From an optimization exercise on the open Yosys and OpenROAD flow, aimed at small area, a short achievable clock period and few clock cycles; shortcuts taken in it are not production practice. Function was checked by simulation only, so behaviour that the tests miss may differ from the original. No activity file was given, so power comes from the tool's default toggle rates.

==> run P: inputs <==
Design mips_multicycle_core, start of the top module:
module mips_multicycle_core #(
  parameter int                    ADDR_WIDTH = 32,
  parameter logic [ADDR_WIDTH-1:0] RESET_PC   = '0
) (
  input  logic                    clk,
  input  logic                    reset,
  output logic                    mem_req,
  output logic                    mem_we,
  output logic [ADDR_WIDTH-1:0]   mem_addr,
  output logic [31:0]             mem_wdata,
  input  logic                    mem_ready,
  input  logic [31:0]             mem_rdata,
  output logic [ADDR_WIDTH-1:0]   pc_o,
  output logic [31:0]             instr_o,
  output logic                    retire_o,
  output logic                    halted_o,
  output logic                    illegal_o,
  output logic                    misalign_o,
  input  logic [4:0]              dbg_reg_sel_i,
  output logic [31:0]             dbg_reg_data_o
);
export LEC_CHECK = 0
export CAP_MARGIN = 20
export CELL_PAD_IN_SITES_DETAIL_PLACEMENT = 1
export CELL_PAD_IN_SITES_GLOBAL_PLACEMENT = 2
export CORE_MARGIN = 2
export CORE_UTILIZATION = 35
export PLACE_DENSITY = 0.65
export SETUP_SLACK_MARGIN = 1.0
export SLEW_MARGIN = 20
export TNS_END_PERCENT = 10
create_clock -name core_clock -period 6.0 [get_ports {clk}]
standard.sh (not shown) runs the stock make flow with config.mk's settings and CLKGATE_MAP_FILE= SYNTH_SCRIPT=/design/flow/synth_recipe.tcl, a recipe that flattens the netlist after the stock synthesis.
==> flow/flow/run.sh <==
#!/bin/bash
# Standard layout, with the port buffers made as buf_4 instead of the default
# delay-cell buffer, and timing repair free to resize cells across footprints.
set -uo pipefail
bash standard.sh 'BUFFER_PORTS_ARGS=-buffer_cell sky130_fd_sc_hd__buf_4' MATCH_CELL_FOOTPRINT=0 finish > orfs_make.log 2>&1
status=$?
tail -20 orfs_make.log
exit $status
==> run B (differences from run P) <==
--- a/flow/design.v
+++ b/flow/design.v
@@ -49,14 +49,19 @@
   logic [4:0]  d_wa_q;
   logic [31:0] rf_r [1:31];
   logic [31:1] vld_q;
   logic        rf_we;
   logic [31:0] rf_wdata;
+  logic [31:0][31:0] rf_p;            
+  logic [31:0]       vld_p;
+  assign rf_p[0]  = '0;
+  assign vld_p    = {vld_q, 1'b0};
+  for (genvar i = 1; i < 32; i++) begin : g_rp
+    assign rf_p[i] = rf_r[i];
+  end
   function automatic logic [31:0] rf_read(input logic [4:0] sel);
-    rf_read = '0;
-    for (int i = 1; i < 32; i++)
-      rf_read = rf_read | ({32{(sel == 5'(i)) && vld_q[i]}} & rf_r[i]);
+    rf_read = rf_p[sel] & {32{vld_p[sel]}};
   endfunction
   logic [31:0] sext, ea, addsub, r_res, pc4_w, brt_w;
   logic [31:2] pc4, br_tgt, j_tgt, next_pc;
   logic        taken, mis, fetch, load_ir;
   assign sext   = {{16{ir_q[15]}}, ir_q[15:0]};
==> flow/config.mk (replaced) <==
export PLATFORM = sky130hd
export DESIGN_NAME = mips_multicycle_core
export DESIGN_NICKNAME = mips_multicycle_core
export VERILOG_FILES = /design/flow/design.v
export SDC_FILE = /design/flow/constraint.sdc
export NUM_CORES = 4
export LEC_CHECK = 0
export CAP_MARGIN = 20
export CORE_MARGIN = 2
export CORE_UTILIZATION = 50
export PLACE_DENSITY = 0.62
export SETUP_SLACK_MARGIN = 1.5
export SLEW_MARGIN = 20
export TNS_END_PERCENT = 10
==> comparison table <==
metric                                                                       run B                    run P
Share of cell area taken by multi-input logic gates                          42.6%                    35.2%
Crit Path Max Fanout                                                             6                       17
Power in the clock group                                                   8.87 mW                  9.12 mW
Core occupancy in the finished layout                                        59.6%                    42.8%
Layout Cells excl Fill                                                        6893                     8200
Worst IR drop on VDD                                                        368 uV                   273 uV
Sum of routed wire length over all layers                                262000 um                439000 um
Routed length on met2                                                    120000 um                176000 um
Number of antenna cells inserted                                                 1                       33
HPWL after DPL                                                           163000 um                271000 um
Total Power                                                                23.8 mW                  22.0 mW
Worst slew pin tran                                                        1.12 ns                  1.37 ns
Logic pwr share                                                              21.7%                    14.7%
Met3 WL                                                                   31400 um                 68600 um
CTS clk-pin slew, worst paths                                              0.07 ns                  0.06 ns
Number of library cell types mapped by synthesis                               101                       91
Switching share of power                                                     29.2%                    28.0%
Post-CTS Setup Bufs                                                            129                       95
Worst path bufs/invs                                                             2                        3
Part of the cycle the worst path needs                                       87.6%                    91.5%
Outcome                                                    complete, no violations  complete, no violations
Global router's overall resource usage                                       35.9%                    45.8%
Final weighted congestion in routability-driven placement                    0.976                     1.01
Least setup slack across all paths after layout                           0.747 ns                 0.507 ns
Largest area class, layout                                       multi-input gates                registers
Testbench counts of run P, summed over its fixed seeds: cycles 42,506.
Testbench counts of run B, summed over its fixed seeds: cycles 42,506.

[what the ideal ports hide]
How much do the figures lean on ideal ports? The routed layouts below were timed once more, with nothing changed but the port constraints. Step 1, drivers: a clkbuf_16 drives clk and a buf_2 each remaining input, both assumed. Step 2 adds t to the input delays and takes it off the output delays; t is the mean of the earliest and latest rising clock arrival at the registers after step 1. Input paths then give back, and output paths get back, about the clock's delay inside the block. Three values: ideal, step 1, step 2; two values: the first two.
run | shift t [ns] | slack for setup (ns) | worst setup path after step 2 | worst slew at a driven data input, ns
run P | 0.928 | 0.507 / 0.448 / 0.478 | input to output | 0.08
run B | 0.870 | 0.747 / 0.580 / 0.580 | input to output | 0.37
After both steps every run listed still meets setup and hold. For run B, which loses most, drivers alone change the setup slack by -0.167 ns; drivers and shift together by -0.167 ns.
